What follows belongs to an exercise in optimizing a design on an open flow for a short achievable clock period and few clock cycles per item; a production flow would make more cautious choices. Function was checked by simulation only, so behaviour that the tests miss may differ from the original. Power figures rest on the tool's default switching activity, not on a simulated workload.

## design/flow/design.v

```verilog
`timescale 1ns / 1ps
package rpm_pkg;
    localparam int SAMPLE_BITS = 12;
    localparam int WIN_BITS    = 11;
    localparam int GAIN_BITS   = 24;
    localparam int CUR_BITS    = 16;
    localparam int VOLT_BITS   = 9;
    localparam int PWR_BITS    = 25;
    localparam int CFG_BITS    = 25;
    localparam int IDX_BITS    = 3;
    localparam int IQ_DEPTH    = 38;
    localparam int IQ_BITS     = 6;           
    localparam logic [2:0] OP_KEEP   = 3'b000;    
    localparam logic [2:0] OP_TOGGLE = 3'b001;    
    localparam logic [2:0] OP_OFF    = 3'b010;    
    localparam logic [2:0] OP_ON     = 3'b011;    
    localparam logic [2:0] OP_CLOSE  = 3'b100;    
endpackage
`timescale 1ns / 1ps
module rpm_front (
    input  logic        clk,
    input  logic        rst_n,
    input  logic        v0,
    input  logic [1:0]  k0,
    input  logic [11:0] smp0,
    input  logic [11:0] mid,
    input  logic [9:0]  win_m1,      
    input  logic [9:0]  win_m3,      
    input  logic        win_le2,     
    output logic        close0,      
    output logic        near_close,  
    output logic        cl4,
    output logic [23:0] lo4,
    output logic [9:0]  hi4,
    output logic        c4
);
    logic        smp_in;
    logic [10:0] cnt, cnt_next;
    logic        ge_m1;       
    logic        ge_m3;       
    assign smp_in = v0 && (k0 == 2'd0);
    assign close0 = smp_in && ge_m1;
    always_comb
    begin
        cnt_next = cnt;
        if (smp_in)
            cnt_next = close0 ? 11'd0 : cnt + 11'd1;
    end
    assign near_close = close0 ? win_le2 : ge_m3;
    function automatic logic [7:0] sq4(input logic [3:0] a);
        case (a)
            4'd0: sq4 = 8'd0;
            4'd1: sq4 = 8'd1;
            4'd2: sq4 = 8'd4;
            4'd3: sq4 = 8'd9;
            4'd4: sq4 = 8'd16;
            4'd5: sq4 = 8'd25;
            4'd6: sq4 = 8'd36;
            4'd7: sq4 = 8'd49;
            4'd8: sq4 = 8'd64;
            4'd9: sq4 = 8'd81;
            4'd10: sq4 = 8'd100;
            4'd11: sq4 = 8'd121;
            4'd12: sq4 = 8'd144;
            4'd13: sq4 = 8'd169;
            4'd14: sq4 = 8'd196;
            4'd15: sq4 = 8'd225;
            default: sq4 = 8'd0;
        endcase
    endfunction
    function automatic logic [7:0] mul4(input logic [3:0] a, input logic [3:0] b);
        case ({a, b})
            8'd0: mul4 = 8'd0;
            8'd1: mul4 = 8'd0;
            8'd2: mul4 = 8'd0;
            8'd3: mul4 = 8'd0;
            8'd4: mul4 = 8'd0;
            8'd5: mul4 = 8'd0;
            8'd6: mul4 = 8'd0;
            8'd7: mul4 = 8'd0;
            8'd8: mul4 = 8'd0;
            8'd9: mul4 = 8'd0;
            8'd10: mul4 = 8'd0;
            8'd11: mul4 = 8'd0;
            8'd12: mul4 = 8'd0;
            8'd13: mul4 = 8'd0;
            8'd14: mul4 = 8'd0;
            8'd15: mul4 = 8'd0;
            8'd16: mul4 = 8'd0;
            8'd17: mul4 = 8'd1;
            8'd18: mul4 = 8'd2;
            8'd19: mul4 = 8'd3;
            8'd20: mul4 = 8'd4;
            8'd21: mul4 = 8'd5;
            8'd22: mul4 = 8'd6;
            8'd23: mul4 = 8'd7;
            8'd24: mul4 = 8'd8;
            8'd25: mul4 = 8'd9;
            8'd26: mul4 = 8'd10;
            8'd27: mul4 = 8'd11;
            8'd28: mul4 = 8'd12;
            8'd29: mul4 = 8'd13;
            8'd30: mul4 = 8'd14;
            8'd31: mul4 = 8'd15;
            8'd32: mul4 = 8'd0;
            8'd33: mul4 = 8'd2;
            8'd34: mul4 = 8'd4;
            8'd35: mul4 = 8'd6;
            8'd36: mul4 = 8'd8;
            8'd37: mul4 = 8'd10;
            8'd38: mul4 = 8'd12;
            8'd39: mul4 = 8'd14;
            8'd40: mul4 = 8'd16;
            8'd41: mul4 = 8'd18;
            8'd42: mul4 = 8'd20;
            8'd43: mul4 = 8'd22;
            8'd44: mul4 = 8'd24;
            8'd45: mul4 = 8'd26;
            8'd46: mul4 = 8'd28;
            8'd47: mul4 = 8'd30;
            8'd48: mul4 = 8'd0;
            8'd49: mul4 = 8'd3;
            8'd50: mul4 = 8'd6;
            8'd51: mul4 = 8'd9;
            8'd52: mul4 = 8'd12;
            8'd53: mul4 = 8'd15;
            8'd54: mul4 = 8'd18;
            8'd55: mul4 = 8'd21;
            8'd56: mul4 = 8'd24;
            8'd57: mul4 = 8'd27;
            8'd58: mul4 = 8'd30;
            8'd59: mul4 = 8'd33;
            8'd60: mul4 = 8'd36;
            8'd61: mul4 = 8'd39;
            8'd62: mul4 = 8'd42;
            8'd63: mul4 = 8'd45;
            8'd64: mul4 = 8'd0;
            8'd65: mul4 = 8'd4;
            8'd66: mul4 = 8'd8;
            8'd67: mul4 = 8'd12;
            8'd68: mul4 = 8'd16;
            8'd69: mul4 = 8'd20;
            8'd70: mul4 = 8'd24;
            8'd71: mul4 = 8'd28;
            8'd72: mul4 = 8'd32;
            8'd73: mul4 = 8'd36;
            8'd74: mul4 = 8'd40;
            8'd75: mul4 = 8'd44;
            8'd76: mul4 = 8'd48;
            8'd77: mul4 = 8'd52;
            8'd78: mul4 = 8'd56;
            8'd79: mul4 = 8'd60;
            8'd80: mul4 = 8'd0;
            8'd81: mul4 = 8'd5;
            8'd82: mul4 = 8'd10;
            8'd83: mul4 = 8'd15;
            8'd84: mul4 = 8'd20;
            8'd85: mul4 = 8'd25;
            8'd86: mul4 = 8'd30;
            8'd87: mul4 = 8'd35;
            8'd88: mul4 = 8'd40;
            8'd89: mul4 = 8'd45;
            8'd90: mul4 = 8'd50;
            8'd91: mul4 = 8'd55;
            8'd92: mul4 = 8'd60;
            8'd93: mul4 = 8'd65;
            8'd94: mul4 = 8'd70;
            8'd95: mul4 = 8'd75;
            8'd96: mul4 = 8'd0;
            8'd97: mul4 = 8'd6;
            8'd98: mul4 = 8'd12;
            8'd99: mul4 = 8'd18;
            8'd100: mul4 = 8'd24;
            8'd101: mul4 = 8'd30;
            8'd102: mul4 = 8'd36;
            8'd103: mul4 = 8'd42;
            8'd104: mul4 = 8'd48;
            8'd105: mul4 = 8'd54;
            8'd106: mul4 = 8'd60;
            8'd107: mul4 = 8'd66;
            8'd108: mul4 = 8'd72;
            8'd109: mul4 = 8'd78;
            8'd110: mul4 = 8'd84;
            8'd111: mul4 = 8'd90;
            8'd112: mul4 = 8'd0;
            8'd113: mul4 = 8'd7;
            8'd114: mul4 = 8'd14;
            8'd115: mul4 = 8'd21;
            8'd116: mul4 = 8'd28;
            8'd117: mul4 = 8'd35;
            8'd118: mul4 = 8'd42;
            8'd119: mul4 = 8'd49;
            8'd120: mul4 = 8'd56;
            8'd121: mul4 = 8'd63;
            8'd122: mul4 = 8'd70;
            8'd123: mul4 = 8'd77;
            8'd124: mul4 = 8'd84;
            8'd125: mul4 = 8'd91;
            8'd126: mul4 = 8'd98;
            8'd127: mul4 = 8'd105;
            8'd128: mul4 = 8'd0;
            8'd129: mul4 = 8'd8;
            8'd130: mul4 = 8'd16;
            8'd131: mul4 = 8'd24;
            8'd132: mul4 = 8'd32;
            8'd133: mul4 = 8'd40;
            8'd134: mul4 = 8'd48;
            8'd135: mul4 = 8'd56;
            8'd136: mul4 = 8'd64;
            8'd137: mul4 = 8'd72;
            8'd138: mul4 = 8'd80;
            8'd139: mul4 = 8'd88;
            8'd140: mul4 = 8'd96;
            8'd141: mul4 = 8'd104;
            8'd142: mul4 = 8'd112;
            8'd143: mul4 = 8'd120;
            8'd144: mul4 = 8'd0;
            8'd145: mul4 = 8'd9;
            8'd146: mul4 = 8'd18;
            8'd147: mul4 = 8'd27;
            8'd148: mul4 = 8'd36;
            8'd149: mul4 = 8'd45;
            8'd150: mul4 = 8'd54;
            8'd151: mul4 = 8'd63;
            8'd152: mul4 = 8'd72;
            8'd153: mul4 = 8'd81;
            8'd154: mul4 = 8'd90;
            8'd155: mul4 = 8'd99;
            8'd156: mul4 = 8'd108;
            8'd157: mul4 = 8'd117;
            8'd158: mul4 = 8'd126;
            8'd159: mul4 = 8'd135;
            8'd160: mul4 = 8'd0;
            8'd161: mul4 = 8'd10;
            8'd162: mul4 = 8'd20;
            8'd163: mul4 = 8'd30;
            8'd164: mul4 = 8'd40;
            8'd165: mul4 = 8'd50;
            8'd166: mul4 = 8'd60;
            8'd167: mul4 = 8'd70;
            8'd168: mul4 = 8'd80;
            8'd169: mul4 = 8'd90;
            8'd170: mul4 = 8'd100;
            8'd171: mul4 = 8'd110;
            8'd172: mul4 = 8'd120;
            8'd173: mul4 = 8'd130;
            8'd174: mul4 = 8'd140;
            8'd175: mul4 = 8'd150;
            8'd176: mul4 = 8'd0;
            8'd177: mul4 = 8'd11;
            8'd178: mul4 = 8'd22;
            8'd179: mul4 = 8'd33;
            8'd180: mul4 = 8'd44;
            8'd181: mul4 = 8'd55;
            8'd182: mul4 = 8'd66;
            8'd183: mul4 = 8'd77;
            8'd184: mul4 = 8'd88;
            8'd185: mul4 = 8'd99;
            8'd186: mul4 = 8'd110;
            8'd187: mul4 = 8'd121;
            8'd188: mul4 = 8'd132;
            8'd189: mul4 = 8'd143;
            8'd190: mul4 = 8'd154;
            8'd191: mul4 = 8'd165;
            8'd192: mul4 = 8'd0;
            8'd193: mul4 = 8'd12;
            8'd194: mul4 = 8'd24;
            8'd195: mul4 = 8'd36;
            8'd196: mul4 = 8'd48;
            8'd197: mul4 = 8'd60;
            8'd198: mul4 = 8'd72;
            8'd199: mul4 = 8'd84;
            8'd200: mul4 = 8'd96;
            8'd201: mul4 = 8'd108;
            8'd202: mul4 = 8'd120;
            8'd203: mul4 = 8'd132;
            8'd204: mul4 = 8'd144;
            8'd205: mul4 = 8'd156;
            8'd206: mul4 = 8'd168;
            8'd207: mul4 = 8'd180;
            8'd208: mul4 = 8'd0;
            8'd209: mul4 = 8'd13;
            8'd210: mul4 = 8'd26;
            8'd211: mul4 = 8'd39;
            8'd212: mul4 = 8'd52;
            8'd213: mul4 = 8'd65;
            8'd214: mul4 = 8'd78;
            8'd215: mul4 = 8'd91;
            8'd216: mul4 = 8'd104;
            8'd217: mul4 = 8'd117;
            8'd218: mul4 = 8'd130;
            8'd219: mul4 = 8'd143;
            8'd220: mul4 = 8'd156;
            8'd221: mul4 = 8'd169;
            8'd222: mul4 = 8'd182;
            8'd223: mul4 = 8'd195;
            8'd224: mul4 = 8'd0;
            8'd225: mul4 = 8'd14;
            8'd226: mul4 = 8'd28;
            8'd227: mul4 = 8'd42;
            8'd228: mul4 = 8'd56;
            8'd229: mul4 = 8'd70;
            8'd230: mul4 = 8'd84;
            8'd231: mul4 = 8'd98;
            8'd232: mul4 = 8'd112;
            8'd233: mul4 = 8'd126;
            8'd234: mul4 = 8'd140;
            8'd235: mul4 = 8'd154;
            8'd236: mul4 = 8'd168;
            8'd237: mul4 = 8'd182;
            8'd238: mul4 = 8'd196;
            8'd239: mul4 = 8'd210;
            8'd240: mul4 = 8'd0;
            8'd241: mul4 = 8'd15;
            8'd242: mul4 = 8'd30;
            8'd243: mul4 = 8'd45;
            8'd244: mul4 = 8'd60;
            8'd245: mul4 = 8'd75;
            8'd246: mul4 = 8'd90;
            8'd247: mul4 = 8'd105;
            8'd248: mul4 = 8'd120;
            8'd249: mul4 = 8'd135;
            8'd250: mul4 = 8'd150;
            8'd251: mul4 = 8'd165;
            8'd252: mul4 = 8'd180;
            8'd253: mul4 = 8'd195;
            8'd254: mul4 = 8'd210;
            8'd255: mul4 = 8'd225;
            default: mul4 = 8'd0;
        endcase
    endfunction
    logic        smp1, cl1;
    logic [11:0] dev1;
    always_ff @(posedge clk or negedge rst_n)
    begin
        if (!rst_n)
        begin
            cnt   <= '0;
            ge_m1 <= 1'b0;
            ge_m3 <= 1'b0;
            smp1  <= 1'b0;
            cl1   <= 1'b0;
        end
        else
        begin
            cnt   <= cnt_next;
            ge_m1 <= (cnt_next >= {1'b0, win_m1});
            ge_m3 <= (cnt_next >= {1'b0, win_m3});
            smp1  <= smp_in;
            cl1   <= close0;
        end
    end
    always_ff @(posedge clk)
        dev1 <= (smp0 >= mid) ? (smp0 - mid) : (mid - smp0);
    logic        smp1b, cl1b;
    logic [23:0] t1;
    logic [15:0] x1;
    logic [7:0]  ac1;
    always_ff @(posedge clk or negedge rst_n)
    begin
        if (!rst_n)
        begin
            smp1b <= 1'b0;
            cl1b  <= 1'b0;
        end
        else
        begin
            smp1b <= smp1;
            cl1b  <= cl1;
        end
    end
    always_ff @(posedge clk)
    begin
        t1  <= {sq4(dev1[11:8]), sq4(dev1[7:4]), sq4(dev1[3:0])};
        x1  <= {mul4(dev1[11:8], dev1[7:4]), mul4(dev1[7:4], dev1[3:0])};
        ac1 <= mul4(dev1[11:8], dev1[3:0]);
    end
    logic        smp3, cl3;
    logic [23:0] sq3;
    always_ff @(posedge clk or negedge rst_n)
    begin
        if (!rst_n)
        begin
            smp3 <= 1'b0;
            cl3  <= 1'b0;
        end
        else
        begin
            smp3 <= smp1b;
            cl3  <= cl1b;
        end
    end
    always_ff @(posedge clk)
        sq3 <= t1 + {7'd0, ac1, 9'd0} + {3'd0, x1, 5'd0};
    logic [23:0] acc_lo;
    logic [9:0]  acc_hi;
    logic        acc_c;
    logic [24:0] lo_add;
    logic [9:0]  hi_add;
    assign lo_add = {1'b0, acc_lo} + {1'b0, sq3};
    assign hi_add = acc_hi + 10'(acc_c);
    always_ff @(posedge clk or negedge rst_n)
    begin
        if (!rst_n)
        begin
            acc_lo <= '0;
            acc_hi <= '0;
            acc_c  <= 1'b0;
            cl4    <= 1'b0;
        end
        else
        begin
            cl4 <= cl3;
            if (smp3)
            begin
                if (cl3)
                begin
                    acc_lo <= '0;
                    acc_hi <= '0;
                    acc_c  <= 1'b0;
                end
                else
                begin
                    acc_lo <= lo_add[23:0];
                    acc_hi <= hi_add;
                    acc_c  <= lo_add[24];
                end
            end
        end
    end
    always_ff @(posedge clk)
    begin
        lo4 <= lo_add[23:0];
        hi4 <= hi_add;
        c4  <= lo_add[24];
    end
endmodule
`timescale 1ns / 1ps
module rpm_queue (
    input  logic        clk,
    input  logic        rst_n,
    input  logic        push,
    input  logic [2:0]  push_op,
    input  logic        res_valid,
    input  logic [15:0] res_cur,
    input  logic [24:0] res_pwr,
    input  logic        res_over,
    output logic        take,
    output logic        m_tvalid,
    input  logic        m_tready,
    output logic        out_relay,
    output logic        out_mv,
    output logic        out_trip,
    output logic [15:0] out_cur,
    output logic [24:0] out_pwr
);
    localparam int ND = rpm_pkg::IQ_DEPTH;
    logic [2:0]              q    [ND];     
    logic [ND-1:0]           qv_r;          
    logic [ND:0]             qv;            
    logic [2:0]              h0, h1;        
    logic                    ready0, ready1;
    logic                    relay;         
    logic                    relay0, relay1;
    logic                    trip0, trip1;
    logic                    xfer;
    logic [43:0]             res0, res1;
    assign h0     = q[0];
    assign h1     = q[1];
    assign ready0 = qv[0] && (!h0[2] || res_valid);
    assign ready1 = qv[1] && (!h1[2] || res_valid);
    assign xfer   = m_tvalid && m_tready;
    assign take   = xfer && h0[2];
    always_ff @(posedge clk)
    begin
        for (int i = 0; i < ND; i++)
        begin
            if (xfer)
            begin
                if (push && qv[i] && !qv[i+1])
                    q[i] <= push_op;
                else if (i < ND - 1)
                    q[i] <= q[(i < ND - 1) ? i + 1 : i];
            end
            else if (push && !qv[i] && (i == 0 || qv[(i == 0) ? 0 : i - 1]))
                q[i] <= push_op;
        end
    end
    always_ff @(posedge clk or negedge rst_n)
    begin
        if (!rst_n)
            qv_r <= '0;
        else
        begin
            for (int i = 0; i < ND; i++)
            begin
                if (xfer)
                    qv_r[i] <= qv[i+1] || (push && qv[i] && !qv[i+1]);
                else
                    qv_r[i] <= qv[i] || (push && (i == 0 || qv[(i == 0) ? 0 : i - 1]));
            end
        end
    end
    assign qv = {1'b0, qv_r};
    function automatic logic relay_after(input logic [2:0] op, input logic r, input logic over);
        if (op[2])
            relay_after = r && !over;
        else if (op[1])
            relay_after = op[0];
        else if (op[0])
            relay_after = !r;
        else
            relay_after = r;
    endfunction
    assign relay0 = relay_after(h0, relay, res_over);
    assign relay1 = relay_after(h1, relay0, res_over);
    assign trip0  = h0[2] && res_over && relay;
    assign trip1  = h1[2] && res_over && relay0;
    assign res0 = {relay0, h0[2], trip0,
                   h0[2] ? res_cur : 16'd0,
                   h0[2] ? res_pwr : 25'd0};
    assign res1 = {relay1, h1[2], trip1,
                   h1[2] ? res_cur : 16'd0,
                   h1[2] ? res_pwr : 25'd0};
    always_ff @(posedge clk or negedge rst_n)
    begin
        if (!rst_n)
        begin
            relay    <= 1'b0;
            m_tvalid <= 1'b0;
        end
        else
        begin
            if (xfer)
                relay <= relay0;
            m_tvalid <= xfer ? ready1 : ready0;
        end
    end
    always_ff @(posedge clk)
        {out_relay, out_mv, out_trip, out_cur, out_pwr} <= xfer ? res1 : res0;
endmodule
`timescale 1ns / 1ps
module rpm_back (
    input  logic        clk,
    input  logic        rst_n,
    input  logic [10:0] win,
    input  logic [11:0] win2,
    input  logic [11:0] win3,
    input  logic [23:0] gain,
    input  logic [15:0] noise_floor,
    input  logic [8:0]  volts,
    input  logic [10:0] volts3,      
    input  logic [24:0] limit,
    input  logic        start,
    input  logic [23:0] lo_in,
    input  logic [9:0]  hi_in,
    input  logic        c_in,
    input  logic        take,
    output logic        res_valid,
    output logic [15:0] cur,
    output logic [24:0] pwr,
    output logic        over
);
    logic [4:0]  step;
    logic        run;
    logic [33:0] dn;           
    logic [9:0]  dr;           
    logic [11:0] t;
    logic [12:0] t1, t2, t3;
    logic [17:0] srem;
    logic [16:0] root;
    logic [1:0]  qd;           
    logic [1:0]  dq;           
    logic [19:0] sx;
    logic [20:0] sd;
    logic [40:0] prod;
    logic [16:0] ph, pl;             
    logic [7:0]  ch, cl;             
    logic [1:0]  dh, dl;             
    logic [10:0] mh, ml;             
    logic [9:0]  hi_fin;
    logic [24:0] pwr_sum;
    assign hi_fin = hi_in + 10'(c_in);
    assign t  = {dr, dn[33:32]};
    assign t1 = {1'b0, t} - {2'b0, win};
    assign t2 = {1'b0, t} - {1'b0, win2};
    assign t3 = {1'b0, t} - {1'b0, win3};
    assign dh = ch[7:6];
    assign dl = cl[7:6];
    always_comb
    begin
        case (dh)
            2'd0:    mh = 11'd0;
            2'd1:    mh = 11'(volts);
            2'd2:    mh = {1'b0, volts, 1'b0};
            default: mh = volts3;
        endcase
        case (dl)
            2'd0:    ml = 11'd0;
            2'd1:    ml = 11'(volts);
            2'd2:    ml = {1'b0, volts, 1'b0};
            default: ml = volts3;
        endcase
    end
    assign qd  = !t3[12] ? 2'd3 : !t2[12] ? 2'd2 : !t1[12] ? 2'd1 : 2'd0;
    assign sx  = {srem, dq};
    assign sd  = {1'b0, sx} - {2'b0, root[15:0], 2'b01};
    assign pwr_sum = {ph, 8'd0} + 25'(pl);
    assign over    = pwr > limit;
    always_ff @(posedge clk or negedge rst_n)
    begin
        if (!rst_n)
        begin
            step      <= '0;
            run       <= 1'b0;
            res_valid <= 1'b0;
        end
        else
        begin
            if (start)
            begin
                run  <= 1'b1;
                step <= 5'd1;
            end
            else if (run)
            begin
                step <= step + 5'd1;
                if (step == 5'd25)
                    run <= 1'b0;
            end
            if (run && step == 5'd25)
                res_valid <= 1'b1;
            else if (take)
                res_valid <= 1'b0;
        end
    end
    always_ff @(posedge clk)
    begin
        if (start)
        begin
            dn   <= {1'b0, hi_fin[9] ? {33{1'b1}} : {hi_fin[8:0], lo_in}};
            dr   <= '0;
            srem <= '0;
            root <= '0;
            prod <= '0;
        end
        else
        begin
            dn <= {dn[31:0], 2'b00};
            dq <= qd;
            case (qd)
                2'd3:    dr <= t3[9:0];
                2'd2:    dr <= t2[9:0];
                2'd1:    dr <= t1[9:0];
                default: dr <= t[9:0];
            endcase
            if (step >= 5'd2 && step <= 5'd18)
            begin
                if (!sd[20])
                begin
                    srem <= sd[17:0];
                    root <= {root[15:0], 1'b1};
                end
                else
                begin
                    srem <= sx[17:0];
                    root <= {root[15:0], 1'b0};
                end
            end
            if (step >= 5'd3 && step <= 5'd19)
                prod <= {prod[39:0], 1'b0} + (root[0] ? 41'(gain) : 41'd0);
        end
        if (step == 5'd20)
        begin
            if (|prod[40:32])
                cur <= 16'hFFFF;
            else if (prod[31:16] < noise_floor)
                cur <= 16'd0;
            else
                cur <= prod[31:16];
        end
        if (step == 5'd20)
        begin
            if (|prod[40:32])
            begin
                ch <= 8'hFF;
                cl <= 8'hFF;
            end
            else if (prod[31:16] < noise_floor)
            begin
                ch <= 8'd0;
                cl <= 8'd0;
            end
            else
            begin
                ch <= prod[31:24];
                cl <= prod[23:16];
            end
            ph <= '0;
            pl <= '0;
        end
        else
        begin
            ph <= {ph[14:0], 2'b00} + 17'(mh);
            pl <= {pl[14:0], 2'b00} + 17'(ml);
            ch <= {ch[5:0], 2'b00};
            cl <= {cl[5:0], 2'b00};
        end
        if (step == 5'd25)
            pwr <= pwr_sum;
    end
endmodule
`timescale 1ns / 1ps
module rms_power_monitor_overload_trip_unit (
    input  logic                           clk,
    input  logic                           rst_n,
    input  logic                           cfg_we,
    input  logic [rpm_pkg::IDX_BITS-1:0]   cfg_index,
    input  logic [rpm_pkg::CFG_BITS-1:0]   cfg_wdata,
    input  logic                           s_tvalid,
    output logic                           s_tready,
    input  logic [15:0]                    s_tdata,    
    input  logic [1:0]                     s_tuser,    
    output logic                           m_tvalid,
    input  logic                           m_tready,
    output logic [47:0]                    m_tdata,    
    output logic                           m_tuser     
);
    localparam int IQ  = rpm_pkg::IQ_BITS;
    localparam int CAP = rpm_pkg::IQ_DEPTH;
    logic [11:0] mid;
    logic [10:0] win;
    logic [9:0]  win_m1, win_m3;
    logic        win_one, win_le2;
    logic [11:0] win2, win3;
    logic [23:0] gain;
    logic [15:0] noise_floor;
    logic [8:0]  volts;
    logic [24:0] limit;
    logic [10:0] weff;
    always_comb
    begin
        if (cfg_wdata[10:0] == 11'd0)
            weff = 11'd1;
        else if (cfg_wdata[10] && (cfg_wdata[9:0] != 10'd0))
            weff = 11'd1024;
        else
            weff = cfg_wdata[10:0];
    end
    always_ff @(posedge clk or negedge rst_n)
    begin
        if (!rst_n)
        begin
            mid         <= 12'd2047;
            win         <= 11'd100;
            gain        <= 24'd570950;
            noise_floor <= 16'd50;
            volts       <= 9'd230;
            limit       <= 25'd2500000;
        end
        else if (cfg_we)
        begin
            case (cfg_index)
                3'd0: mid         <= cfg_wdata[11:0];
                3'd1: win         <= weff;
                3'd2: gain        <= cfg_wdata[23:0];
                3'd3: noise_floor <= cfg_wdata[15:0];
                3'd4: volts       <= cfg_wdata[8:0];
                3'd5: limit       <= cfg_wdata[24:0];
                default: ;
            endcase
        end
    end
    logic [11:0] mid_q;
    logic [10:0] win_q;
    logic [23:0] gain_q;
    logic [15:0] noise_floor_q;
    logic [8:0]  volts_q;
    logic [10:0] volts3_q;
    logic [24:0] limit_q;
    always_ff @(posedge clk)
    begin
        mid_q         <= mid;
        win_q         <= win;
        gain_q        <= gain;
        noise_floor_q <= noise_floor;
        volts_q       <= volts;
        volts3_q      <= {1'b0, volts, 1'b0} + {2'b0, volts};
        limit_q       <= limit;
    end
    always_ff @(posedge clk or negedge rst_n)
    begin
        if (!rst_n)
        begin
            win_m1  <= 10'd99;
            win_m3  <= 10'd97;
            win_one <= 1'b0;
            win_le2 <= 1'b0;
            win2    <= 12'd200;
            win3    <= 12'd300;
        end
        else
        begin
            win_m1  <= 10'(win - 11'd1);
            win_m3  <= (win <= 11'd3) ? 10'd0 : 10'(win - 11'd3);
            win_one <= (win == 11'd1);
            win_le2 <= (win <= 11'd2);
            win2    <= {win, 1'b0};
            win3    <= {win, 1'b0} + {1'b0, win};
        end
    end
    logic        s_tready_r;          
    logic        v0;
    logic [1:0]  k0;
    logic [11:0] smp0;
    logic        cmd0;
    logic        del_r, took_r;
    logic        cfg_we_r, cfg_we_rr;
    logic [1:0]  meas_c;
    logic [IQ:0] outst, outst_next;      
    logic [1:0]  meas, meas_next;        
    logic        close0, near_close;
    logic        room_ok, meas_ok;
    always_ff @(posedge clk)
    begin
        k0   <= s_tuser;
        smp0 <= s_tdata[11:0];
        cmd0 <= s_tdata[12];
    end
    assign outst_next = outst + (IQ+1)'(v0) - (IQ+1)'(del_r);
    assign meas_next  = meas + 2'(close0) - 2'(took_r);
    assign room_ok = (outst <= (IQ+1)'(CAP - 3));
    assign meas_c  = meas + 2'(close0);
    assign meas_ok = win_one ? ((meas_c == 2'd0) && !s_tready_r)
                             : ((meas_c == 2'd0) || ((meas_c == 2'd1) && !near_close));
    always_ff @(posedge clk or negedge rst_n)
    begin
        if (!rst_n)
        begin
            v0         <= 1'b0;
            s_tready_r <= 1'b0;
            del_r      <= 1'b0;
            took_r     <= 1'b0;
            cfg_we_r   <= 1'b0;
            cfg_we_rr  <= 1'b0;
            outst      <= '0;
            meas       <= '0;
        end
        else
        begin
            v0         <= s_tvalid && s_tready_r;
            del_r      <= m_tvalid && m_tready;
            took_r     <= take;
            cfg_we_r   <= cfg_we;
            cfg_we_rr  <= cfg_we_r;
            outst      <= outst_next;
            meas       <= meas_next;
            s_tready_r <= room_ok && meas_ok && !cfg_we && !cfg_we_r && !cfg_we_rr;
        end
    end
    assign s_tready = s_tready_r;
    logic        cl4, c4;
    logic [23:0] lo4;
    logic [9:0]  hi4;
    logic [2:0]  op0;
    rpm_front u_front (
        .clk        (clk),
        .rst_n      (rst_n),
        .v0         (v0),
        .k0         (k0),
        .smp0       (smp0),
        .mid        (mid_q),
        .win_m1     (win_m1),
        .win_m3     (win_m3),
        .win_le2    (win_le2),
        .close0     (close0),
        .near_close (near_close),
        .cl4        (cl4),
        .lo4        (lo4),
        .hi4        (hi4),
        .c4         (c4)
    );
    always_comb
    begin
        case (k0)
            2'd0:    op0 = close0 ? rpm_pkg::OP_CLOSE : rpm_pkg::OP_KEEP;
            2'd1:    op0 = rpm_pkg::OP_TOGGLE;
            2'd2:    op0 = cmd0 ? rpm_pkg::OP_ON : rpm_pkg::OP_OFF;
            default: op0 = rpm_pkg::OP_KEEP;
        endcase
    end
    logic        take, res_valid, res_over;
    logic [15:0] res_cur;
    logic [24:0] res_pwr;
    rpm_back u_back (
        .clk         (clk),
        .rst_n       (rst_n),
        .win         (win_q),
        .win2        (win2),
        .win3        (win3),
        .gain        (gain_q),
        .noise_floor (noise_floor_q),
        .volts       (volts_q),
        .volts3      (volts3_q),
        .limit       (limit_q),
        .start       (cl4),
        .lo_in       (lo4),
        .hi_in       (hi4),
        .c_in        (c4),
        .take        (take),
        .res_valid   (res_valid),
        .cur         (res_cur),
        .pwr         (res_pwr),
        .over        (res_over)
    );
    logic        out_relay, out_mv, out_trip;
    logic [15:0] out_cur;
    logic [24:0] out_pwr;
    rpm_queue u_queue (
        .clk       (clk),
        .rst_n     (rst_n),
        .push      (v0),
        .push_op   (op0),
        .res_valid (res_valid),
        .res_cur   (res_cur),
        .res_pwr   (res_pwr),
        .res_over  (res_over),
        .take      (take),
        .m_tvalid  (m_tvalid),
        .m_tready  (m_tready),
        .out_relay (out_relay),
        .out_mv    (out_mv),
        .out_trip  (out_trip),
        .out_cur   (out_cur),
        .out_pwr   (out_pwr)
    );
    assign m_tdata = {5'd0, out_trip, out_pwr, out_cur, out_relay};
    assign m_tuser = out_mv;
endmodule
```

## design/flow/flow/run.sh

```bash
#!/bin/bash
# Standard layout, with timing repair aimed at a shorter period than the
# clock's (setup margin), so that the resizer speeds up the critical paths.
set -uo pipefail
bash standard.sh SETUP_SLACK_MARGIN=7.2 finish > standard.log 2>&1
```

## design/flow/config.mk

```make
export PLATFORM = sky130hd
export DESIGN_NAME = rms_power_monitor_overload_trip_unit
export DESIGN_NICKNAME = rms_power_monitor_overload_trip_unit
export VERILOG_FILES = /design/flow/design.v
export SDC_FILE = /design/flow/constraint.sdc
export NUM_CORES = 4
export LEC_CHECK = 0
export ABC_CLOCK_PERIOD_IN_PS = 2800
export CAP_MARGIN = 20
export CORE_MARGIN = 2
export CORE_UTILIZATION = 40
export SLEW_MARGIN = 20
```

## design/flow/constraint.sdc

```tcl
create_clock -name core_clock -period 10.0 [get_ports {clk}]
set_input_delay 2.0000 -clock core_clock [delete_from_list [all_inputs] [get_ports {clk}]]
set_output_delay 2.0000 -clock core_clock [all_outputs]
set_load 0.01 [all_outputs]
```

## design/flow/standard.sh

```bash
#!/bin/bash
# synth_recipe.tcl (not shown) runs the flow's synth.tcl, then flattens the netlist and writes it again
# the make line also repeats each setting of config.mk as NAME=value (left out here)
make -C /OpenROAD-flow-scripts/flow DESIGN_CONFIG=/design/flow/config.mk WORK_HOME=/design/flow/orfs CLKGATE_MAP_FILE= SYNTH_SCRIPT=/design/flow/synth_recipe.tcl "${@:-finish}"
```

==> impl_metrics.tcl, run 1 <==
set metrics [dict create \
    cp.arrival_ps 1240 \
    cap_violations 0 \
    fmax_mhz 308 \
    hpwl_mm 67.5 \
    htree_levels 3 \
    ys.flop_type "dfxtp_1" \
    final_hold_viol_count 0 \
    initial_utilization_pct 40.4 \
    grt_max_degree 130 \
    yosysUniqueCellTypes 92 \
    dr_wl_met3_mm 5.06 \
    layout_commonest_cell "dfxtp_1" \
    cts_root_buf "clkbuf_16" \
    max_stage_delay_ps 420 \
    tightest_slew_ps 987 \
    crit_path_end "s_tready" \
    r2r_end "u_back.prod[33]" \
    power.leakage_nw 23.0 \
    status "complete, no violations" \
    rsz0062_at_grt "yes" \
    synth-compound-area-share_pct 14.4 \
    multi_input_area_mm2 0.0240 \
    r2r_slack_ps 6990 \
    cp-end-kind "primary output" \
    r2r-start "u_back.root[0]" \
    wire_per_inst_um 17.7 \
    crit_type "register to primary output" \
    start_kind "register" \
    post-route-drc-count 0 \
    cts_hold_buf 0 \
    ys_seq_area_share_pct 46.7 \
    tritoncts "yes" \
    grt_pass1_vias 31100 \
    cp_data_required_time_ps 8000 \
    setup_viol_count_final 0 \
    min_path_type "register to register" \
    fill_cells 9637 \
    cpLargestDelayFamily "flip-flops" \
    startpoint "s_tready_r" \
    placementRows 120 \
    fin_worst_skew_ps 51.5 \
    coreArea_mm2 0.107 \
    route.met2.wl_mm 49.2 \
    period_needed_ps 3240 \
    cts_sinks 865 \
    p_per_area_mw_per_mm2 249 \
    synthXorXnorAreaFrac_pct 4.00 \
    slew_headroom_pct 34.2 \
    period_share_pct 32.4 \
    drt_first_pass_iters 6 \
    cp.depth 1 \
    cts_buffers 94 \
    vias_per_cell 5.29 \
    synth_edf_count 157 \
    synth_fa_ha_area_share_pct 9.83 \
    crit_fanout 2 \
    syn_area_per_cell_um2 9.94 \
    vias 31922 \
    critical_path.cell_chain "buf_2" \
    grt_first_pass_wirelength_mm 170 \
    ant_nets 0 \
    crit_slowest_cell "dfrtp_1" \
    clock_latency_ps 710 \
    wirelength_mm 107 \
    synthSimpleGateAreaFrac_pct 14.1 \
    nets 4926 \
    synthArstFlopShare_pct 29.8 \
    antenna_found_initial 7 \
    maxUsedRoutingLayer "met4" \
    die-area_mm2 0.111 \
    clk_pin_slew_worst_paths_ps 60 \
    synth.area.mux_share_pct 6.81 \
    tns_ps 0 \
    yosysWarnings 5 \
    synth_top_family_by_area "compound AO/OA/AOI/OAI gates" \
    ys_ff_latch 865 \
    post-place-ws_ps 4970 \
    gp_congestion 0.850 \
    worst_r2r_path_depth 14 \
    die_x_um 333 \
    grt_remaining_overflow 0 \
    pin_count 102 \
    peakVddDrop_v 0.000181 \
    port_buffers 93 \
    die_h_um 333 \
    layout_common_cells "dfxtp_1, nand2_1, nor2_1" \
    cts_buffer_depth 3 \
    syn-cell-area_mm2 0.0434 \
    seqCellArea_mm2 0.0203 \
    path_buf_inv 1 \
    drive_gt1_share_pct 22.3 \
    drtIter0Drc 1962 \
    num_antenna_cells 0 \
    grt_use_total_pct 18.9 \
    synthCells 4365 \
    wl_met1_mm 49.9 \
    fin_ws_ps 6760 \
    syn_to_final_growth_pct 22.6 \
    report.final.slew_viol_count 0 \
    whs_path_depth 0 \
]
cells by family (layout without fill, tap and decap cells):
kind of cell | count (synthesis) | after routing
buffers and inverters | 465 | 723
DFF | 865 | 865
and+or+nand+nor | 1264 | 1265
adders and majority gates | 329 | 329
other | 1 | 5
AOI/OAI and AO/OA | 981 | 982
muxes | 263 | 263
xor gates and xnor gates | 197 | 197
cells in the mapped netlist, drive strengths merged (14+ instances only):
cell    count  share of area (%)
o21ai     264                3.1
nand3      82               0.95
clkbuf    168                1.5
inv       250                2.2
nand4      20               0.29
nand2b     42               0.61
and3       32               0.46
buf        44               0.51
and2       75                1.1
nor2      300                2.6
fa         20               0.92
o21a       31               0.54
a221oi     14               0.33
a21oi     289                3.4
a22o       26               0.53
a21o       63                1.1
or3        19               0.27
dfxtp     450                 21
nor3       63               0.75
dfstp      53                3.2
nand2     402                3.5
mux2      217                5.6
o211ai     17               0.29
xor2       69                1.4
o21bai     16               0.28
a31o       27               0.55
nand3b     74                1.3
a31oi      43               0.65
a211oi     49               0.87
mux2i      42               0.97
o31ai      25               0.44
dfrtp     205                 12
ha        308                8.9
xnor2     128                2.6
nor2b     106                1.5
edfxtp    157                 11
layout make-up:
class | instances | area share, %
Timing Repair Buffer | 287 | 5.17
Sequential cell | 865 | 38.2
Tap cell | 1403 | 3.30
Inverter | 253 | 1.91
Clock buffer | 140 | 5.28
Timing Repair inverter | 5 | 0.216
Clock inverter | 38 | 0.884
Multi-Input combinational cell | 3041 | 45.0
repair_timing:
item,in CTS,in global routing
endpoints found under the setup margin,501,176
gates resized for setup,387,174
endpoints found under the hold margin,0,0
pin swaps,96,110
cloned,11,2
buffers inserted,83,60
state kept, by name, indices dropped and copies added, names as in the netlist, 18 cells and up:
name             cells
u_back.pwr          25
u_front.t1          21
gain                24
u_front.acc_lo      24
u_queue.q          114
u_back.dn           34
gain_q              24
limit               25
u_queue.qv_r        38
limit_q             25
u_queue.out_pwr     25
u_back.srem         18
u_back.prod         41
u_front.lo4         24
u_front.sq3         23
worst min path at each step:
stage	start	to	slack [ps]
3_5_place_dp	u_front.t1[2]	u_front.sq3[2]	310
2_1_floorplan	u_front.t1[0]	u_front.sq3[0]	310
3_3_place_gp	u_front.t1[3]	u_front.sq3[3]	310
4_1_cts	u_front.t1[4]	u_front.sq3[4]	320
6_report	u_front.t1[4]	u_front.sq3[4]	320
5_1_grt	u_front.t1[4]	u_front.sq3[4]	340
power breakdown:
group          internal [mW]  switching (mW)
Combinational           2.23            2.81
Clock                   2.08            1.50
Sequential              4.26           0.346
Total                   8.57            4.65
routing by layer:
layer | vias to the layer above | global-route usage, %
li1 | 15727 | -
met1 | 15337 | 25.9
met2 | 697 | 30.8
met3 | 161 | 3.06
met4 | 0 | 5.57
met5 | - | 0
per-stage QoR:
step / cells / hold slack (ps) / util (%) / area, um2 / total power [mW]
2_1_floorplan: 4369 / 310 / - / 45300 / 8.19
3_3_place_gp: 5697 / 311 / 44.0 / 47200 / 9.13
3_5_place_dp: 5697 / 312 / 44.0 / 47200 / 9.19
4_1_cts: 5969 / 318 / 48.4 / 51900 / 13.1
5_1_grt: 6032 / 336 / 49.5 / 53200 / 14.1
6_report: 6032 / 318 / 49.5 / 53200 / 13.2
Testbench counts, summed over its fixed seeds: cycles 19,766, items 19,510.
==> run 2: changes to the inputs <==
--- a/design/flow/config.mk
+++ b/design/flow/config.mk
@@ -9,4 +9,6 @@
 export CAP_MARGIN = 20
 export CORE_MARGIN = 2
 export CORE_UTILIZATION = 40
+export CTS_CLUSTER_DIAMETER = 120
+export CTS_CLUSTER_SIZE = 24
 export SLEW_MARGIN = 20
==> run 2 against run 1 <==
Net effect:
- still clean on timing, DRC and antenna
- synthesized area unchanged
- combinational power about the same
- utilization down 1.8 points
- synthesized cell count unchanged
- register-to-register slack better by 60 ps
- clock-buffer cell count down 68
- critical endpoint unchanged
- largest cell class unchanged
==> impl_metrics.tcl, run 2 <==
set metrics [dict create \
    status "complete, no violations" \
    nets 4873 \
    clock_latency_ps 620 \
    vias 31511 \
    period_share_pct 32.1 \
    syn_to_final_growth_pct 18.1 \
    ant_nets 0 \
    grt_remaining_overflow 0 \
    wirelength_mm 106 \
    period_needed_ps 3210 \
    report.final.slew_viol_count 0 \
    cpLargestDelayFamily "flip-flops" \
    seq_power_share_pct 39.5 \
    cp-end-kind "primary output" \
    port_buffers 93 \
    syn_area_per_cell_um2 9.94 \
    crit_slowest_cell "dfrtp_1" \
    hpwl_mm 67.5 \
    htree_levels 2 \
    gp_congestion 0.850 \
    fmax_mhz 312 \
    post-synth-top-area-cell "dfxtp_1" \
    pwr-share-clk_pct 17.2 \
    cp_data_required_time_ps 8000 \
    synthArstFlopShare_pct 29.8 \
    antenna_found_initial 3 \
    layout_commonest_cell "dfxtp_1" \
    met1_usage_pct 26.2 \
    synth_area_leaders "dfxtp_1, dfrtp_1, edfxtp_1, ha_1, mux2_2" \
    yosysMostFrequentCell "dfxtp_1" \
    clk_pin_slew_worst_paths_ps 100 \
    initial_utilization_pct 40.4 \
    ys_ff_latch 865 \
    use_met3_pct 2.35 \
    power.leakage_nw 22.0 \
    internal_power_mw 7.33 \
    synth_top_area_share_pct 20.8 \
    wire_per_inst_um 17.9 \
    rsz0062_at_grt "yes" \
    regMostFlops "u_queue.q" \
    synth_common_cells "dfxtp_1, nand2_1, ha_1" \
    use_met2_pct 30.3 \
    cts_sinks 865 \
    tns_ps 0 \
    die_x_um 333 \
    max_stage_delay_ps 440 \
    swShare_pct 37.0 \
    cts_buffer_depth 3 \
    path_buf_inv 1 \
    p_per_area_mw_per_mm2 227 \
    slew_headroom_pct 40.9 \
    power_mw 11.6 \
    yosysWarnings 5 \
    largest_register_ffs 114 \
    reg_top3 "u_queue.q: 114 flops, u_back.prod: 41 flops, u_queue.qv_r: 38 flops" \
    tritoncts "yes" \
    grt_max_degree 130 \
    drtIter0Drc 2105 \
    peakVddDrop_v 0.000167 \
    die_h_um 333 \
    die-area_mm2 0.111 \
    drt_first_pass_iters 5 \
    drive_gt1_share_pct 20.3 \
    setup_viol_count_final 0 \
    grt_first_pass_wirelength_mm 168 \
    cts_hold_buf 0 \
    cts_buffers 43 \
    start_kind "register" \
    min_path_type "register to register" \
    synthCells 4365 \
    yosysUniqueCellTypes 92 \
    layout_common_cells "dfxtp_1, nand2_1, nor2_1" \
    fin_ws_ps 6790 \
    coreArea_mm2 0.107 \
    crit_fanout 2 \
    fin_worst_skew_ps 40.9 \
    pin_count 102 \
    grt_pass1_vias 30308 \
    grt-busiest-layer "met2" \
    post-route-drc-count 0 \
    critical_path.cell_chain "buf_2" \
    ys_seq_area_share_pct 46.7 \
    grt_use_total_pct 18.6 \
    ys.flop_type "dfxtp_1" \
    cts_root_buf "clkbuf_16" \
    vias_per_cell 5.31 \
    pwr-share-comb_pct 43.3 \
    synth_edf_count 157 \
    final_hold_viol_count 0 \
    crit_type "register to primary output" \
    syn-cell-area_mm2 0.0434 \
    cp.arrival_ps 1210 \
    tightest_slew_ps 886 \
    p_switching_mw 4.31 \
    placementRows 120 \
    post-place-ws_ps 4970 \
    cap_violations 0 \
]
[run 2: what timing repair did]
item,4_1_cts,5_1_grt
gates cloned,10,3
setup endpoints to repair,507,186
hold endpoints to repair,0,0
resized for setup,411,167
pin swaps,102,92
setup buffers,82,59
[run 2: kinds of logic after synthesis]
logic type	count (synthesis)	synth area share, %
XOR/XNOR	197	4.00
buffers and inverters	465	4.15
flip-flops	865	46.7
adder cells (fa/ha/maj)	329	9.83
AO/OA/AOI/OAI	981	14.4
AND/OR/NAND/NOR	1264	14.1
other	1	0.00865
multiplexers	263	6.81
[run 2: worst paths after layout]
check | endpoint | start | depth (start not counted) | slack, ps
hold reg to reg | u_front.sq3[4] | u_front.t1[4] | 0 | 330
setup / recovery | s_tready | s_tready_r | 1 | 6790
setup reg to reg | u_back.prod[23] | u_back.root[0] | 13 | 7050
hold / removal | u_front.sq3[4] | u_front.t1[4] | 0 | 330
min in group asynchronous | u_front.acc_lo[22] | rst_n | 1 | 1320
max in group asynchronous | u_queue.m_tvalid | rst_n | 2 | 7420
[run 2: area by class of cell]
cell class | instances | area [um2]
antenna | 1 | 2.50
clock buffer | 72 | 1180
clock inverter | 6 | 96.3
fill | 9892 | 56100
inverter | 253 | 1010
multi-input combinational | 3042 | 24000
sequential | 865 | 20300
tap | 1403 | 1760
timing repair buffer | 286 | 2800
timing repair inverter | 3 | 62.6
[run 2: metal layers]
layer / up-vias / share of wire [%]
li1: 15551 / -
met4: 0 / 2.4
met1: 15223 / 48
met5: - / 0
met3: 111 / 4.3
met2: 626 / 46
[run 2: power groups by stage]
stage | Sequential, mW | Combinational, mW | Clock, mW
after global placement | 4.66 | 4.48 | 0
final | 4.60 | 5.04 | 2.00
after detailed placement | 4.66 | 4.53 | 0
after global routing | 4.67 | 5.60 | 2.18
after CTS | 4.59 | 4.76 | 2.08
after floorplan | 4.54 | 3.65 | 0
[run 2: stage by stage]
stage	utilization, %	area (um2)	std cells	hold slack [ps]
detailed placement	44.0	47200	5697	312
global route	47.7	51200	5930	344
global placement	44.0	47200	5697	311
finish	47.7	51200	5931	332
floorplan	-	45300	4369	310
CTS	46.5	49900	5867	332
==> run 3: changes to the inputs <==
--- a/design/flow/design.v
+++ b/design/flow/design.v
@@ -525,18 +525,13 @@
     always_ff @(posedge clk or negedge rst_n)
     begin
         if (!rst_n)
-        begin
-            relay    <= 1'b0;
-            m_tvalid <= 1'b0;
-        end
-        else
-        begin
-            if (xfer)
-                relay <= relay0;
-            m_tvalid <= xfer ? ready1 : ready0;
-        end
+            relay <= 1'b0;
+        else if (xfer)
+            relay <= relay0;
     end
     always_ff @(posedge clk)
+        m_tvalid <= xfer ? ready1 : ready0;
+    always_ff @(posedge clk)
         {out_relay, out_mv, out_trip, out_cur, out_pwr} <= xfer ? res1 : res0;
 endmodule
 `timescale 1ns / 1ps
@@ -809,7 +804,7 @@
             win3    <= {win, 1'b0} + {1'b0, win};
         end
     end
-    logic        s_tready_r;          
+    logic        s_tready_r;
     logic        v0;
     logic [1:0]  k0;
     logic [11:0] smp0;
@@ -838,7 +833,6 @@
         if (!rst_n)
         begin
             v0         <= 1'b0;
-            s_tready_r <= 1'b0;
             del_r      <= 1'b0;
             took_r     <= 1'b0;
             cfg_we_r   <= 1'b0;
@@ -855,9 +849,10 @@
             cfg_we_rr  <= cfg_we_r;
             outst      <= outst_next;
             meas       <= meas_next;
-            s_tready_r <= room_ok && meas_ok && !cfg_we && !cfg_we_r && !cfg_we_rr;
         end
     end
+    always_ff @(posedge clk)
+        s_tready_r <= room_ok && meas_ok && !cfg_we && !cfg_we_r && !cfg_we_rr;
     assign s_tready = s_tready_r;
     logic        cl4, c4;
     logic [23:0] lo4;
==> run 3 against run 2 <==
Net effect:
- clock skew shrank 7.2 ps
- still clean on timing, DRC and antenna
- flip-flop and latch count unchanged
- global-route usage decreased by 0.51 points
- total power is 0.28% lower
- die area shrank 0.58%
- highest routed layer is now met5
- critical path depth unchanged
- largest power group unchanged
- clock power barely moved
==> impl_metrics.tcl, run 3 <==
set metrics [dict create \
    status "complete, no violations" \
    r2r_slack_ps 7030 \
    ys.flop_type "dfxtp_1" \
    hold-path-endpoint "u_front.sq3[4]" \
    layout_commonest_cell "dfxtp_1" \
    max_stage_delay_ps 380 \
    synth_common_cells "dfxtp_1, nand2_1, a21oi_1" \
    internal_power_mw 7.30 \
    r2r-start "u_back.root[0]" \
    tritoncts "yes" \
    regMostFlops "u_queue.q" \
    pin_count 102 \
    cp_data_required_time_ps 8000 \
    crit_slowest_cell "dfxtp_2" \
    ant_nets 0 \
    fin_worst_skew_ps 33.7 \
    fin_ws_ps 6880 \
    vias_per_cell 5.25 \
    start_kind "register" \
    fin_hold_ws_ps 332 \
    synth.area.mux_share_pct 6.48 \
    whs_path_depth 0 \
    placementRows 120 \
    slew_headroom_pct 34.6 \
    hpwl_mm 67.7 \
    finalNonFillerCells 5936 \
    port_buffers 93 \
    swShare_pct 37.1 \
    cts_root_buf "clkbuf_16" \
    worst_r2r_path_depth 14 \
    post-route-drc-count 0 \
    largest_register_ffs 114 \
    fill_cells 9805 \
    synthCells 4351 \
    crit_fanout 1 \
    cts_hold_buf 0 \
    fin_area_mm2 0.0514 \
    clock_latency_ps 620 \
    synth_edf_count 157 \
    cap_violations 0 \
    multi_input_area_mm2 0.0241 \
    nets 4876 \
    report.final.slew_viol_count 0 \
    die_h_um 332 \
    htree_levels 2 \
    grt_use_total_pct 18.1 \
    antenna_found_initial 6 \
    ys_ff_latch 865 \
    grt_remaining_overflow 0 \
    coreArea_mm2 0.107 \
    die_x_um 332 \
    power_mw 11.6 \
    post-synth-top-area-cell "dfxtp_1" \
    peakVddDrop_v 0.000194 \
    ys_seq_area_share_pct 46.9 \
    post-place-ws_ps 4640 \
    setup_viol_count_final 0 \
    p_switching_mw 4.30 \
    wire_per_inst_um 17.5 \
    synthXorXnorAreaFrac_pct 4.25 \
    reg_top3 "u_queue.q: 114 flops, u_back.prod: 41 flops, u_queue.qv_r: 38 flops" \
    seqCellArea_mm2 0.0203 \
    cpLargestDelayFamily "flip-flops" \
    tightest_slew_ps 982 \
    crit_type "register to primary output" \
    fin_util_pct 48.0 \
    tns_ps 0 \
    fmax_mhz 321 \
    syn_area_per_cell_um2 9.91 \
    p_per_area_mw_per_mm2 226 \
    seq_power_share_pct 39.3 \
    vias 31187 \
    dp.cells 5684 \
    die-area_mm2 0.110 \
    clk_pin_slew_worst_paths_ps 90 \
    grt_pass1_vias 29992 \
    r2r_end "u_back.prod[23]" \
    synth_area_leaders "dfxtp_1, dfrtp_1, edfxtp_1, ha_1, mux2_2" \
    path_buf_inv 1 \
    layout_common_cells "dfxtp_1, nand2_1, nor2_1" \
    yosysUniqueCellTypes 94 \
    synth_top_area_share_pct 21.0 \
    grt_max_degree 95 \
    initial_utilization_pct 40.3 \
    rsz0062_at_grt "yes" \
    grt_first_pass_wirelength_mm 164 \
    cts_buffers 42 \
    yosysMostFrequentCell "dfxtp_1" \
    cts_sinks 865 \
    drtIter0Drc 2020 \
    cp.arrival_ps 1120 \
    period_share_pct 31.2 \
    gp_congestion 0.869 \
    syn_to_final_growth_pct 19.1 \
    min_path_type "register to register" \
    synthArstFlopShare_pct 29.6 \
    drive_gt1_share_pct 22.2 \
    pwr-share-comb_pct 43.7 \
    period_needed_ps 3120 \
    synth-compound-area-share_pct 15.1 \
    cts_buffer_depth 3 \
    synth_fa_ha_area_share_pct 9.89 \
    synthSimpleGateAreaFrac_pct 13.3 \
    synth_top_family_by_area "compound AO/OA/AOI/OAI gates" \
    wirelength_mm 104 \
    syn-cell-area_mm2 0.0431 \
    power.leakage_nw 21.9 \
    drt_first_pass_iters 5 \
    placed_area_mm2 0.0469 \
    final_hold_viol_count 0 \
    critical_path.cell_chain "buf_6" \
    pwr-share-clk_pct 17.0 \
    worstHoldStart "u_front.t1[4]" \
    startpoint "u_queue.out_pwr[3]" \
    cp-end-kind "primary output" \
    yosysWarnings 5 \
]
run 3: cell types whose count changed in the layout (fill, tap and decap cells not counted), sizes merged, moves of 15 or more:
cell | previous run | this run
a21oi | 289 | 314
nor3 | 63 | 48
buf | 237 | 252
a21o | 63 | 103
a31o | 28 | 7
a22o | 26 | 46
mux2i | 42 | 26
o21ai | 264 | 298
nand3 | 82 | 54
run 3: how the worst max path moves through the flow:
stage / endpoint / slack (ps) / cells past startpoint
after floorplan: gain[11] / 6840 / 5
final: m_tdata[20] / 6880 / 1
after CTS: m_tvalid / 6830 / 1
after global placement: u_queue.q[0][0] / 4670 / 5
after detailed placement: u_queue.q[0][0] / 4640 / 5
after global routing: m_tuser / 6840 / 1
run 3: timing repair:
item	4_1_cts	5_1_grt
gates resized for setup	453	236
gates cloned	8	3
buffers inserted	90	69
hold endpoints to repair	0	0
endpoints found under the setup margin	633	180
pin swaps	99	159
run 3: metal layers:
layer | track usage (%) | part of all wire, %
met3 | 2.18 | 4.2
met5 | 0 | 0.032
met1 | 25.7 | 48
met4 | 4.30 | 1.8
met2 | 29.5 | 46
run 3: final cells by class:
cell class,instances,share of cell area (%)
multi-input cells,3030,46.9
flip-flops and latches,865,39.6
repair buffers,298,5.54
well taps,1403,3.42
clock buffers,72,2.31
inverters,257,1.97
clock inverters,6,0.122
repair inverters,3,0.0999
diodes,2,0.00974
run 3: kinds of logic (layout without fill, tap and decap cells):
family	count (synthesis)	after routing
and+or+nand+nor	1195	1198
buffers and inverters	463	636
xor gates and xnor gates	209	209
DFF	865	865
AOI/OAI and AO/OA	1039	1039
other	1	7
adders and majority gates	329	329
muxes	250	250
run 3: power groups by stage:
stage / clock [mW] / combinational (mW) / sequential [mW]
after detailed placement: 0 / 4.40 / 4.63
final: 1.97 / 5.07 / 4.56
after CTS: 2.04 / 4.73 / 4.56
after global placement: 0 / 4.35 / 4.62
after global routing: 2.17 / 5.64 / 4.63
after floorplan: 0 / 3.52 / 4.53
run 3: worst register-to-register path, cell delays in order (launching register included):
cell and delay, ps:
dfxtp_4 400, buf_6 120, and2_4 140, ha_4 140, inv_2 40, fa_2 350
nor2b_2 140, o21a_1 150, o21ai_2 100, a21oi_4 210, o21ai_4 100, a21o_1 230
a211o_1 310, buf_4 150, a311o_1 290
Testbench counts of run 3, summed over its fixed seeds: cycles 19,766, items 19,510.
==> run 4: changes to the inputs <==
--- a/design/flow/config.mk
+++ b/design/flow/config.mk
@@ -8,7 +8,7 @@
 export ABC_CLOCK_PERIOD_IN_PS = 2800
 export CAP_MARGIN = 20
 export CORE_MARGIN = 2
-export CORE_UTILIZATION = 40
+export CORE_UTILIZATION = 50
 export CTS_CLUSTER_DIAMETER = 120
 export CTS_CLUSTER_SIZE = 24
 export SLEW_MARGIN = 20
==> run 4 against run 3 <==
Net effect:
- combinational power down 1%
- first-iteration DRC count is 7.8% lower
- fmax is 0.19% higher
- die area fell by 20%
- critical path type unchanged
- flip-flop and latch count unchanged
- sequential share of layout area rose by 0.22 points
- total power is 0.63% lower
- still clean on timing, DRC and antenna
- utilization is 12 points higher
- critical endpoint is now s_tready
==> impl_metrics.tcl, run 4 <==
set metrics [dict create \
    status "complete, no violations" \
    r2r_end "u_back.prod[38]" \
    layout_common_cells "dfxtp_1, nand2_1, nor2_1, ha_1, a21oi_1" \
    post-place-ws_ps 4670 \
    cts_sinks 865 \
    initial_utilization_pct 50.6 \
    p_per_area_mw_per_mm2 226 \
    drive_gt1_share_pct 21.6 \
    final_hold_viol_count 0 \
    fin_worst_skew_ps 33.6 \
    drt_first_pass_iters 6 \
    antenna_found_initial 4 \
    start_kind "register" \
    rsz0062_at_grt "yes" \
    coreArea_mm2 0.0853 \
    regMostFlops "u_queue.q" \
    min_path_type "register to register" \
    crit_path_end "s_tready" \
    max_stage_delay_ps 380 \
    synth_area_leaders "dfxtp_1, dfrtp_1, edfxtp_1, ha_1, mux2_2" \
    largest_register_ffs 114 \
    synth_top_family_by_area "compound AO/OA/AOI/OAI gates" \
    critical_path.cell_chain "buf_6" \
    drtIter0Drc 1862 \
    r2r-start "u_back.root[0]" \
    post-route-drc-count 0 \
    startpoint "s_tready_r" \
    crit_slowest_cell "dfxtp_4" \
    clk_pin_slew_worst_paths_ps 100 \
    die-area_mm2 0.0886 \
    synth-compound-area-share_pct 15.1 \
    cp.arrival_ps 1110 \
    grt_pass1_vias 30123 \
    r2r_slack_ps 6960 \
    nets 4870 \
    syn-cell-area_mm2 0.0431 \
    fin_util_pct 59.8 \
    cts_buffer_depth 3 \
    cpLargestDelayFamily "flip-flops" \
    power_mw 11.5 \
    cap_violations 0 \
    gp_congestion 0.845 \
    cp_data_required_time_ps 8000 \
    ys_seq_area_share_pct 46.9 \
    synth_top_area_share_pct 21.0 \
    ys_ff_latch 865 \
    wire_per_inst_um 18.0 \
    syn_area_per_cell_um2 9.91 \
    hpwl_mm 65.7 \
    tightest_slew_ps 1070 \
    grt_first_pass_wirelength_mm 163 \
    synthCells 4351 \
    grt_max_degree 80 \
    cp.depth 1 \
    layout_commonest_cell "dfxtp_1" \
    synthArstFlopShare_pct 29.6 \
    power.leakage_nw 22.0 \
    syn_to_final_growth_pct 18.3 \
    cp-end-kind "primary output" \
    fin_ws_ps 6890 \
    port_buffers 93 \
    grt_use_total_pct 22.5 \
    htree_levels 2 \
    ys.flop_type "dfxtp_1" \
    crit_fanout 3 \
    synth_edf_count 157 \
    yosysMostFrequentCell "dfxtp_1" \
    slew_headroom_pct 28.8 \
    worst_r2r_path_depth 14 \
    crit_type "register to primary output" \
    wirelength_mm 102 \
    ant_nets 0 \
    period_share_pct 31.1 \
    tritoncts "yes" \
    fmax_mhz 321 \
    report.final.slew_viol_count 0 \
    die_h_um 298 \
    vias 31015 \
    die_x_um 298 \
    cts_root_buf "clkbuf_16" \
    peakVddDrop_v 0.000197 \
    clock_latency_ps 610 \
    pin_count 102 \
    post-synth-top-area-cell "dfxtp_1" \
    placementRows 107 \
    cts_buffers 42 \
    tns_ps 0 \
    grt_remaining_overflow 0 \
    vias_per_cell 5.47 \
    reg_top3 "u_queue.q: 114 flops, u_back.prod: 41 flops, u_queue.qv_r: 38 flops" \
    synthXorXnorAreaFrac_pct 4.25 \
    period_needed_ps 3110 \
    synth.area.mux_share_pct 6.48 \
    path_buf_inv 1 \
    synth_common_cells "dfxtp_1, nand2_1, a21oi_1" \
    yosysWarnings 5 \
    yosysUniqueCellTypes 94 \
    synthSimpleGateAreaFrac_pct 13.3 \
    synth_fa_ha_area_share_pct 9.89 \
    setup_viol_count_final 0 \
]
[run 4: cells by family (layout without fill, tap and decap cells)]
logic type	after synthesis	after routing
adders and majority gates	329	329
buffers and inverters	463	630
muxes	250	250
AOI/OAI and AO/OA	1039	1039
xor gates and xnor gates	209	209
and+or+nand+nor	1195	1198
DFF	865	865
other	1	6
[run 4: repair_timing]
| item | in CTS | in global routing |
|---|---|---|
| pin swaps | 135 | 141 |
| gates resized for setup | 488 | 181 |
| cloned | 11 | 2 |
| endpoints found under the setup margin | 640 | 280 |
| hold buffers | 0 | 0 |
| setup buffers | 92 | 59 |
[run 4: final cells by class]
cell class | instances | area, um2
antenna | 1 | 2.50
timing repair buffer | 292 | 2820
fill | 7250 | 34300
multi-input combinational | 3030 | 24100
timing repair inverter | 3 | 90.1
tap | 1144 | 1430
clock inverter | 4 | 60.1
inverter | 257 | 1030
sequential | 865 | 20300
clock buffer | 74 | 1190
[run 4: how the worst min path moves through the flow]
stage,cells after the start,start,end
CTS,0,u_front.t1[4],u_front.sq3[4]
detailed placement,0,u_front.t1[4],u_front.sq3[4]
global route,0,u_front.t1[4],u_front.sq3[4]
floorplan,0,u_front.t1[0],u_front.sq3[0]
finish,0,u_front.t1[3],u_front.sq3[3]
global placement,0,u_front.t1[4],u_front.sq3[4]
[run 4: power breakdown]
group	switching (mW)	leakage [nW]	internal, mW	total [mW]
registers	0.313	8.38	4.25	4.56
logic	2.82	13.0	2.18	5.00
clock network	1.14	0.594	0.832	1.97
[run 4: metrics by stage]
| stage | hold slack [ps] | instances | cell area [um2] |
|---|---|---|---|
| after floorplan | 310 | 4355 | 45000 |
| after global placement | 314 | 5427 | 46600 |
| after detailed placement | 313 | 5427 | 46600 |
| after CTS | 336 | 5608 | 49800 |
| after global routing | 338 | 5669 | 51000 |
| final | 335 | 5670 | 51000 |
[run 4: routing by layer]
metal	up-vias	wire length (um)	GRT usage, %
met4	2	2180	5.16
met1	14943	49300	32.3
met3	122	3860	2.53
met5	-	14	0
li1	15446	-	-
met2	502	46900	36.4
==> run 5: changes to the inputs <==
--- a/design/flow/config.mk
+++ b/design/flow/config.mk
@@ -9,6 +9,6 @@
 export CAP_MARGIN = 20
 export CORE_MARGIN = 2
 export CORE_UTILIZATION = 50
-export CTS_CLUSTER_DIAMETER = 120
-export CTS_CLUSTER_SIZE = 24
+export CTS_CLUSTER_DIAMETER = 100
+export CTS_CLUSTER_SIZE = 30
 export SLEW_MARGIN = 20
==> run 5 against run 4 <==
Net effect:
- clock power about the same
- non-clock buffer count up 7
- register-to-register slack better by 20 ps
- critical path type unchanged
- highest routed layer unchanged
==> impl_metrics.tcl, run 5 <==
set metrics [dict create \
    grt_first_pass_wirelength_mm 163 \
    path_buf_inv 1 \
    cts_buffers 38 \
    r2r-start "win3[0]" \
    p_per_area_mw_per_mm2 227 \
    period_share_pct 31.2 \
    cp_data_required_time_ps 8000 \
    internal_power_mw 7.31 \
    port_buffers 93 \
    tightest_slew_ps 1070 \
    min_path_type "register to register" \
    cp.arrival_ps 1120 \
    placementRows 107 \
    vias 30962 \
    drt_first_pass_iters 5 \
    synth_area_leaders "dfxtp_1, dfrtp_1, edfxtp_1, ha_1, mux2_2" \
    crit_slowest_cell "dfxtp_4" \
    seq_power_share_pct 39.2 \
    fmax_mhz 320 \
    reg_top3 "u_queue.q: 114 flops, u_back.prod: 41 flops, u_queue.qv_r: 38 flops" \
    yosysUniqueCellTypes 94 \
    cap_violations 0 \
    pwr-share-clk_pct 17.0 \
    clk_pin_slew_worst_paths_ps 110 \
    yosysWarnings 5 \
    synthArstFlopShare_pct 29.6 \
    nets 4872 \
    crit_type "register to primary output" \
    die-area_mm2 0.0886 \
    pin_count 102 \
    cpLargestDelayFamily "flip-flops" \
    layout_common_cells "dfxtp_1, nand2_1, nor2_1" \
    grt_use_total_pct 22.4 \
    ys_ff_latch 865 \
    ys.flop_type "dfxtp_1" \
    whs_path_depth 0 \
    wirelength_mm 102 \
    p_switching_mw 4.32 \
    setup_viol_count_final 0 \
    ys_seq_area_share_pct 46.9 \
    cts_root_buf "clkbuf_16" \
    post-route-drc-count 0 \
    dp.cells 5427 \
    regMostFlops "u_queue.q" \
    die_x_um 298 \
    start_kind "register" \
    finalNonFillerCells 5667 \
    status "complete, no violations" \
    worstHoldStart "u_front.t1[3]" \
    pwr-share-comb_pct 43.8 \
    critical_path.cell_chain "buf_6" \
    coreArea_mm2 0.0853 \
    antenna_found_initial 4 \
    worst_r2r_path_depth 11 \
    grt_pass1_vias 30107 \
    vias_per_cell 5.46 \
    grt_remaining_overflow 0 \
    power.leakage_nw 22.1 \
    wire_per_inst_um 18.0 \
    drtIter0Drc 1935 \
    cp-end-kind "primary output" \
    r2r_slack_ps 6980 \
    swShare_pct 37.2 \
    clock_latency_ps 620 \
    fin_ws_ps 6880 \
    yosysMostFrequentCell "dfxtp_1" \
    gp_congestion 0.845 \
    layout_commonest_cell "dfxtp_1" \
    rsz0062_at_grt "yes" \
    period_needed_ps 3120 \
    die_h_um 298 \
    num_antenna_cells 0 \
    cts_sinks 865 \
    final_hold_viol_count 0 \
    r2r_end "u_back.dr[8]" \
    largest_register_ffs 114 \
    max_stage_delay_ps 390 \
    peakVddDrop_v 0.000248 \
    synth_top_area_share_pct 21.0 \
    syn-cell-area_mm2 0.0431 \
    crit_fanout 3 \
    ant_nets 0 \
    report.final.slew_viol_count 0 \
    fin_worst_skew_ps 32.2 \
    cts_buffer_depth 3 \
    syn_area_per_cell_um2 9.91 \
    synth_edf_count 157 \
    synth_common_cells "dfxtp_1, nand2_1, a21oi_1" \
    tns_ps 0 \
    syn_to_final_growth_pct 18.6 \
    grt_max_degree 80 \
    hpwl_mm 65.7 \
    slew_headroom_pct 28.8 \
    post-place-ws_ps 4670 \
    tritoncts "yes" \
    drive_gt1_share_pct 22.0 \
    initial_utilization_pct 50.6 \
    htree_levels 2 \
    post-synth-top-area-cell "dfxtp_1" \
    synthCells 4351 \
    hold-path-endpoint "u_front.sq3[3]" \
]
==> run 5: area by class of cell <==
type	count	area, um2
repair inverters	2	46.3
clock buffers	57	1100
fillers	7234	34100
multi-input cells	3030	24100
flip-flops and latches	865	20300
well taps	1144	1430
inverters	257	1030
repair buffers	299	2930
clock inverters	13	165
==> run 5: kinds of logic after synthesis <==
logic type | after synthesis | synth area share [%]
fa+ha+maj | 329 | 9.89
other cells | 1 | 0.00870
xor+xnor | 209 | 4.25
flops | 865 | 46.9
compound gates | 1039 | 15.1
simple gates | 1195 | 13.3
mux | 250 | 6.48
buf+inv | 463 | 4.13
==> run 5: repair_timing <==
action | CTS | global route
pin swaps | 118 | 156
setup endpoints to repair | 644 | 264
gates resized for setup | 461 | 218
hold buffers | 0 | 0
gates cloned | 8 | 6
setup buffers | 89 | 67
==> run 5: routing by layer <==
metal | vias to the layer above | global-route usage, % | part of all wire, %
met5 | - | 0 | 0.013
met4 | 2 | 4.55 | 1.9
met3 | 107 | 2.31 | 3.2
met2 | 466 | 36.5 | 46
met1 | 14935 | 32.3 | 49
li1 | 15452 | - | -
==> run 5: how the worst max path moves through the flow <==
stage	start	to	slack, ps	cells after the start
3_3_place_gp	m_tready	u_queue.q[0][0]	4690	5
5_1_grt	s_tready_r	s_tready	6820	1
4_1_cts	s_tready_r	s_tready	6830	1
2_1_floorplan	cfg_index[0]	gain[11]	6840	5
6_report	s_tready_r	s_tready	6880	1
3_5_place_dp	m_tready	u_queue.q[0][0]	4670	5
==> run 5: power by group through the flow <==
| stage | clock, mW | sequential, mW | combinational, mW |
|---|---|---|---|
| final | 1.98 | 4.56 | 5.09 |
| after global routing | 2.17 | 4.63 | 5.66 |
| after CTS | 2.05 | 4.55 | 4.72 |
| after detailed placement | 0 | 4.62 | 4.42 |
| after global placement | 0 | 4.61 | 4.38 |
| after floorplan | 0 | 4.53 | 3.52 |
==> run 5: metrics by stage <==
step	hold slack (ps)	instance area, um2	total power, mW	utilization, %
floorplan	310	45000	8.05	-
global placement	314	46600	8.99	54.6
detailed placement	313	46600	9.04	54.6
CTS	339	49600	11.3	58.1
global route	342	51100	12.5	60.0
finish	337	51100	11.6	60.0

## what the ideal ports hide
How much do the figures lean on ideal ports? The routed layouts below were timed once more, with nothing changed but the port constraints.
Step 1 (the two cells are an assumption about what drives the block):
set clk [get_ports {clk}]
set_driving_cell -lib_cell sky130_fd_sc_hd__clkbuf_16 $clk
set_driving_cell -lib_cell sky130_fd_sc_hd__buf_2 [delete_from_list [all_inputs] $clk]
Step 2 times the ports against the registers' clock, not the clock port: input delays grow and output delays shrink by t, the midpoint of the rising clock arrivals with the driver on.
Slacks: ideal / step 1 / step 2; pairs: ideal / step 1.
run	t, ns	setup WS [ns]	worst setup path at the end	slew at the worst register clock pin (ns)
run 1	0.748	6.756 / 6.687 / 6.487	input to register	0.07 / 0.07
run 2	0.671	6.793 / 6.727 / 6.579	input to register	0.11 / 0.11
run 3	0.672	6.880 / 6.815 / 6.419	input to register	0.11 / 0.11
run 4	0.662	6.886 / 6.825 / 6.555	input to register	0.11 / 0.11
run 5	0.662	6.876 / 6.814 / 6.559	input to register	0.12 / 0.12
After both steps setup and hold are still met in every run listed. The setup slack of run 3, which loses most, moves by -0.065 ns with the drivers and by -0.461 ns with both steps.
